Background: an optimization exercise with open tools, aiming at small area. Do not read the settings as production practice. At most, simulation tests tie the RTL to the original design; equivalence was not proved. Power figures rest on the tool's default switching activity, not on a simulated workload.

== job 6770 ==
==> flow/design.v <==
package video_pkg;
	typedef struct packed {
		logic [7:0] red;
		logic [7:0] green;
		logic [7:0] blue;
	} pixel_t;
	typedef struct packed {
		pixel_t pixel;
		logic   sop;
		logic   eop;
	} video_beat_t;
	typedef logic [10:0] coord_t;
	typedef struct packed {
		logic   found;
		coord_t left;
		coord_t right;
		coord_t top;
		coord_t bottom;
	} box_t;
endpackage
package host_pkg;
	typedef logic [2:0] reg_addr_t;
	typedef logic [31:0] msg_word_t;
	typedef logic [4:0] fill_t;
endpackage
`timescale 1ns/10ps
module eee_imgproc (
	input  logic                clk,
	input  logic                reset_n,
	input  logic [23:0]         sink_data,
	input  logic                sink_valid,
	output logic                sink_ready,
	input  logic                sink_sop,
	input  logic                sink_eop,
	output logic [23:0]         source_data,
	output logic                source_valid,
	input  logic                source_ready,
	output logic                source_sop,
	output logic                source_eop,
	input  logic                mode,              
	input  logic                s_chipselect,
	input  logic                s_read,
	input  logic                s_write,
	input  host_pkg::reg_addr_t s_address,
	output logic [31:0]         s_readdata,
	input  logic [31:0]         s_writedata
);
	logic        hv;           
	logic [23:0] hd;
	logic        hsop;
	logic        heop;
	logic        held_ready;
	logic        advance;
	assign held_ready = ~source_valid | source_ready;
	assign sink_ready = ~hv | held_ready;
	assign advance    = hv & held_ready;
	always_ff @(posedge clk) begin
		if (!reset_n) begin
			hv <= 1'b0;
		end else if (sink_ready) begin
			hv <= sink_valid;
		end
	end
	always_ff @(posedge clk) begin
		if (sink_valid & sink_ready) begin
			hd   <= sink_data;
			hsop <= sink_sop;
			heop <= sink_eop;
		end
	end
	logic       video;
	logic [9:0] x;
	logic [8:0] y;
	logic [9:0] xmin, xmax;    
	logic [8:0] ymin, ymax;    
	logic       hit;
	logic       bright;
	logic       pix;
	logic       pixel_hit;
	logic       frame_done;
	logic       x_lt, x_gt;
	logic       init;
	logic       box_pend;      
	logic       found;
	logic [9:0] bl, br;
	logic [8:0] bt, bb;
	assign bright     = hd[23] & hd[15] & hd[7];
	assign init       = advance & hsop;
	assign pix        = advance & ~hsop & video;
	assign pixel_hit  = pix & bright;
	assign frame_done = pix & heop;
	assign hit        = ~&ymin;
	assign x_lt       = x < xmin;
	assign x_gt       = x > xmax;
	always_ff @(posedge clk) begin
		if (!reset_n) begin
			video <= 1'b0;
		end else if (init) begin
			video <= (hd[3:0] == 4'h0);
		end
	end
	always_ff @(posedge clk) begin
		if (advance) begin
			if (hsop) begin
				x <= '0;
				y <= '0;
			end else if (x == 10'd639) begin
				x <= '0;
				if (y != 9'd479) begin
					y <= y + 1'b1;
				end
			end else begin
				x <= x + 1'b1;
			end
		end
	end
	always_ff @(posedge clk) begin
		if (init | (pixel_hit & x_lt)) xmin <= x | {10{init}};
		if (init | (pixel_hit & x_gt)) xmax <= x & ~{10{init}};
		if (init | (pixel_hit & ~hit)) ymin <= y | {9{init}};
		if (init | pixel_hit)          ymax <= y & ~{9{init}};
	end
	always_ff @(posedge clk) begin
		if (!reset_n) begin
			box_pend <= 1'b0;
			found    <= 1'b0;
		end else begin
			box_pend <= frame_done;
			if (box_pend) begin
				found <= hit;
			end
		end
	end
	always_ff @(posedge clk) begin
		if (box_pend) begin
			bl <= xmin;
			br <= xmax;
			bt <= ymin;
			bb <= ymax;
		end
	end
	logic        on_edge;
	logic [7:0]  grey;
	logic [23:0] ovl;
	logic [23:0] bb_col;
	assign grey    = hd[15:9] + hd[23:18] + hd[7:2];
	assign on_edge = found & ((x == bl) | (x == br) | (y == bt) | (y == bb));
	always_comb begin
		ovl = hd;
		if (mode & video & ~hsop) begin
			if (on_edge) begin
				ovl = bb_col;
			end else if (bright) begin
				ovl = 24'hffffff;
			end else begin
				ovl = {grey, grey, grey};
			end
		end
	end
	always_ff @(posedge clk) begin
		if (!reset_n) begin
			source_valid <= 1'b0;
		end else if (held_ready) begin
			source_valid <= hv;
		end
	end
	always_ff @(posedge clk) begin
		if (advance) begin
			source_data <= ovl;
			source_sop  <= hsop;
			source_eop  <= heop;
		end
	end
	logic       wr_sel, rd_sel;
	logic       flush;
	logic       pop;
	logic       read_d;
	logic [7:0] status_byte;
	assign wr_sel = s_chipselect & s_write;
	assign rd_sel = s_chipselect & s_read;
	assign flush  = wr_sel & (s_address == 3'd0) & s_writedata[4];
	assign pop    = rd_sel & ~read_d & (s_address == 3'd1);
	always_ff @(posedge clk) begin
		if (!reset_n) begin
			status_byte <= 8'h00;
			bb_col      <= 24'h00ff00;
		end else if (wr_sel) begin
			if (s_address == 3'd0) begin
				status_byte <= {s_writedata[7:5], 1'b0, s_writedata[3:0]};
			end
			if (s_address == 3'd3) begin
				bb_col <= s_writedata[23:0];
			end
		end
	end
	logic [2:0]  frame_cnt;
	logic [1:0]  wr_step;     
	logic        start;
	logic        wr_en;
	logic        rd_en;
	logic [4:0]  fill;
	logic [10:0] hcnt;        
	logic [10:0] hsel;        
	logic        wr_box;      
	logic        pop_box;     
	logic [1:0]  rph;         
	logic        pop_pend;    
	logic [18:0] ring [11];
	logic [18:0] wr_word;
	logic [18:0] rd_word;
	assign start = frame_done & ~flush & (frame_cnt == 3'd0) & (wr_step == 2'd0) &
		(fill <= 5'd13);
	assign wr_en = (wr_step != 2'd0) & ~flush;
	assign rd_en = pop & (fill != 5'd0) & ~flush;
	assign wr_box  = wr_en & (wr_step != 2'd1);
	assign pop_box = pop_pend & (rph != 2'd0);
	assign wr_word = wr_step[0] ? ({br, bb} & {19{~box_pend}}) : {bl, bt};
	always_ff @(posedge clk) begin
		if (!reset_n) begin
			frame_cnt <= '0;
			wr_step   <= 2'd0;
		end else begin
			if (flush) begin
				wr_step <= 2'd0;
			end else if (start) begin
				wr_step <= 2'd1;
			end else if (wr_step != 2'd0) begin
				wr_step <= wr_step + 1'b1;
			end
			if (start) begin
				frame_cnt <= 3'(6 - 1);
			end else if (frame_done && frame_cnt != '0) begin
				frame_cnt <= frame_cnt - 1'b1;
			end
		end
	end
	always_ff @(posedge clk) begin
		if (!reset_n || flush) begin
			fill <= '0;
			hcnt <= '0;
			rph  <= '0;
		end else begin
			if (wr_en && !rd_en) begin
				fill <= fill + 1'b1;
			end else if (rd_en && !wr_en) begin
				fill <= fill - 1'b1;
			end
			if (wr_box && !pop_box) begin
				hcnt <= {hcnt[9:0], 1'b1};
			end else if (pop_box && !wr_box) begin
				hcnt <= {1'b0, hcnt[10:1]};
			end
			if (pop_pend) begin
				rph <= (rph == 2'd2) ? 2'd0 : rph + 1'b1;
			end
		end
	end
	always_ff @(posedge clk) begin
		if (wr_box) begin
			ring[0] <= wr_word;
			for (int i = 1; i < 11; i++) begin
				ring[i] <= ring[i-1];
			end
		end
	end
	logic       st_q, msg_q, id_q, col_q;    
	logic [4:0] fill_q;
	logic [31:0] msg_word;
	always_ff @(posedge clk) begin
		read_d   <= rd_sel;
		pop_pend <= rd_en;
		st_q     <= (s_address == 3'd0);
		msg_q    <= (s_address == 3'd1);
		id_q     <= (s_address == 3'd2);
		col_q    <= (s_address == 3'd3);
		fill_q   <= fill;
	end
	logic        msg_box;
	logic        msg_tag;
	logic        is_l;
	assign msg_box = msg_q & (rph != 2'd0);
	assign msg_tag = msg_q & (rph == 2'd0);
	assign is_l    = rph[0];
	assign hsel = hcnt & ~{1'b0, hcnt[10:1]};
	always_comb begin
		rd_word = '0;
		for (int i = 0; i < 11; i++) begin
			rd_word = rd_word | (ring[i] & {19{hsel[i] & msg_box}});
		end
	end
	assign msg_word = {5'd0, is_l & (&rd_word[18:9]), rd_word[18:9],
		5'd0, {2{is_l & (&rd_word[8:0])}}, rd_word[8:0]} | (32'h00004242 & {32{msg_tag}});
	assign s_readdata = ({16'h0000, 3'b000, fill_q, status_byte} & {32{st_q}}) |
		msg_word | (32'h1234EEE2 & {32{id_q}}) |
		({8'h00, bb_col} & {32{col_q}});
endmodule
Settings: LEC_CHECK=0, CAP_MARGIN=5, CORE_MARGIN=2, CORE_UTILIZATION=40, SLEW_MARGIN=5; clock period 5.0 ns.
standard.sh (not shown) runs the stock make flow with config.mk's settings and CLKGATE_MAP_FILE= SYNTH_SCRIPT=/design/flow/synth_recipe.tcl, a recipe that flattens the netlist after the stock synthesis.
==> flow/flow/run.sh <==
#!/bin/bash
# Standard ORFS layout, with small port buffers and a clock tree without dummy loads.
set -euo pipefail
bash standard.sh synth > synth.log 2>&1
export BUFFER_PORTS_ARGS="-buffer_cell sky130_fd_sc_hd__buf_1"
export CTS_ARGS="-sink_clustering_enable -repair_clock_nets -dont_use_dummy_load -buf_list sky130_fd_sc_hd__clkbuf_4 -sink_clustering_size 9 -sink_clustering_max_diameter 45 -sink_buffer_max_cap_derate 0.05"
bash standard.sh finish > layout.log 2>&1
### job 6770 -> job 4419
--- a/flow/design.v
+++ b/flow/design.v
@@ -79,9 +79,8 @@
 	logic       pixel_hit;
 	logic       frame_done;
 	logic       x_lt, x_gt;
 	logic       init;
-	logic       box_pend;      
 	logic       found;
 	logic [9:0] bl, br;
 	logic [8:0] bt, bb;
 	assign bright     = hd[23] & hd[15] & hd[7];
@@ -119,25 +118,27 @@
 		if (init | (pixel_hit & x_gt)) xmax <= x & ~{10{init}};
 		if (init | (pixel_hit & ~hit)) ymin <= y | {9{init}};
 		if (init | pixel_hit)          ymax <= y & ~{9{init}};
 	end
-	always_ff @(posedge clk) begin
-		if (!reset_n) begin
-			box_pend <= 1'b0;
-			found    <= 1'b0;
-		end else begin
-			box_pend <= frame_done;
-			if (box_pend) begin
-				found <= hit;
-			end
-		end
-	end
-	always_ff @(posedge clk) begin
-		if (box_pend) begin
-			bl <= xmin;
-			br <= xmax;
-			bt <= ymin;
-			bb <= ymax;
+	logic [9:0] nxt_xmin, nxt_xmax;
+	logic [8:0] nxt_ymin, nxt_ymax;
+	assign nxt_xmin = (pixel_hit & x_lt) ? x : xmin;
+	assign nxt_xmax = (pixel_hit & x_gt) ? x : xmax;
+	assign nxt_ymin = (pixel_hit & ~hit) ? y : ymin;
+	assign nxt_ymax = pixel_hit ? y : ymax;
+	always_ff @(posedge clk) begin
+		if (!reset_n) begin
+			found <= 1'b0;
+		end else if (frame_done) begin
+			found <= hit | pixel_hit;
+		end
+	end
+	always_ff @(posedge clk) begin
+		if (frame_done) begin
+			bl <= nxt_xmin;
+			br <= nxt_xmax;
+			bt <= nxt_ymin;
+			bb <= nxt_ymax;
 		end
 	end
 	logic        on_edge;
 	logic [7:0]  grey;
@@ -198,9 +199,8 @@
 	logic        start;
 	logic        wr_en;
 	logic        rd_en;
 	logic [4:0]  fill;
-	logic [10:0] hcnt;        
 	logic [10:0] hsel;        
 	logic        wr_box;      
 	logic        pop_box;     
 	logic [1:0]  rph;         
@@ -213,9 +213,9 @@
 	assign wr_en = (wr_step != 2'd0) & ~flush;
 	assign rd_en = pop & (fill != 5'd0) & ~flush;
 	assign wr_box  = wr_en & (wr_step != 2'd1);
 	assign pop_box = pop_pend & (rph != 2'd0);
-	assign wr_word = wr_step[0] ? ({br, bb} & {19{~box_pend}}) : {bl, bt};
+	assign wr_word = wr_step[0] ? {br, bb} : {bl, bt};
 	always_ff @(posedge clk) begin
 		if (!reset_n) begin
 			frame_cnt <= '0;
 			wr_step   <= 2'd0;
@@ -236,20 +236,20 @@
 	end
 	always_ff @(posedge clk) begin
 		if (!reset_n || flush) begin
 			fill <= '0;
-			hcnt <= '0;
+			hsel <= '0;
 			rph  <= '0;
 		end else begin
 			if (wr_en && !rd_en) begin
 				fill <= fill + 1'b1;
 			end else if (rd_en && !wr_en) begin
 				fill <= fill - 1'b1;
 			end
 			if (wr_box && !pop_box) begin
-				hcnt <= {hcnt[9:0], 1'b1};
+				hsel <= {hsel[9:0], ~|hsel};
 			end else if (pop_box && !wr_box) begin
-				hcnt <= {1'b0, hcnt[10:1]};
+				hsel <= {1'b0, hsel[10:1]};
 			end
 			if (pop_pend) begin
 				rph <= (rph == 2'd2) ? 2'd0 : rph + 1'b1;
 			end
@@ -280,9 +280,8 @@
 	logic        is_l;
 	assign msg_box = msg_q & (rph != 2'd0);
 	assign msg_tag = msg_q & (rph == 2'd0);
 	assign is_l    = rph[0];
-	assign hsel = hcnt & ~{1'b0, hcnt[10:1]};
 	always_comb begin
 		rd_word = '0;
 		for (int i = 0; i < 11; i++) begin
 			rd_word = rd_word | (ring[i] & {19{hsel[i] & msg_box}});
--- outcome ---
Sort job 6770 and job 4419 by transition at the pin with the smallest max-transition slack, ascending, and job 4419 comes first. For detailed router's first-iteration violation count, dividing the value from job 4419 by the value from job 6770 gives 1.14. Job 4419 gives more floorplan die width than job 6770 did. There was hardly any difference in clock network power between job 6770 and job 4419. In terms of total power of the final layout, job 4419 and job 6770 differ only marginally. Portion of total power attributed to combinational logic, job 6770 and job 4419, lower one = job 4419. The lower sum of routed wire segments on met1 came out of job 6770. Job 6770 → job 4419: first-pass iteration count of the detailed router increased 1, net switching share of the total power saw a decrease, via count up about 1.8%. Between job 4419 and job 6770, the post-synthesis register bit count does not differ in any meaningful way.
Function not checked in job 6770: the RTL went through the layout flow alone.

-- what the ideal ports hide --
The results above use ideal ports. As a check the final layouts listed here were re-extracted and re-timed, cells and wires unchanged.
Step 1, drivers: a clkbuf_16 drives clk and a buf_2 each remaining input, both assumed.
Step 2 also shifts input and output timing later by t, the mid clock arrival at the registers, as if the neighbouring blocks saw the same clock.
a / b / c = no drivers / after step 1 / after step 2; a / b = the first two.
| run | t (ns) | setup WS [ns] | worst setup path at the end | latest minus earliest clock arrival (ns) | worst register clock-pin slew, ns |
|---|---|---|---|---|---|
| job 6770 | 0.789 | 0.315 / 0.265 / 1.050 | input to register | 0.098 / 0.098 | 0.11 / 0.11 |
| job 4419 | 0.827 | 0.253 / 0.207 / 1.034 | register to output | 0.084 / 0.085 | 0.11 / 0.11 |
After both steps setup and hold are still met in every run listed.
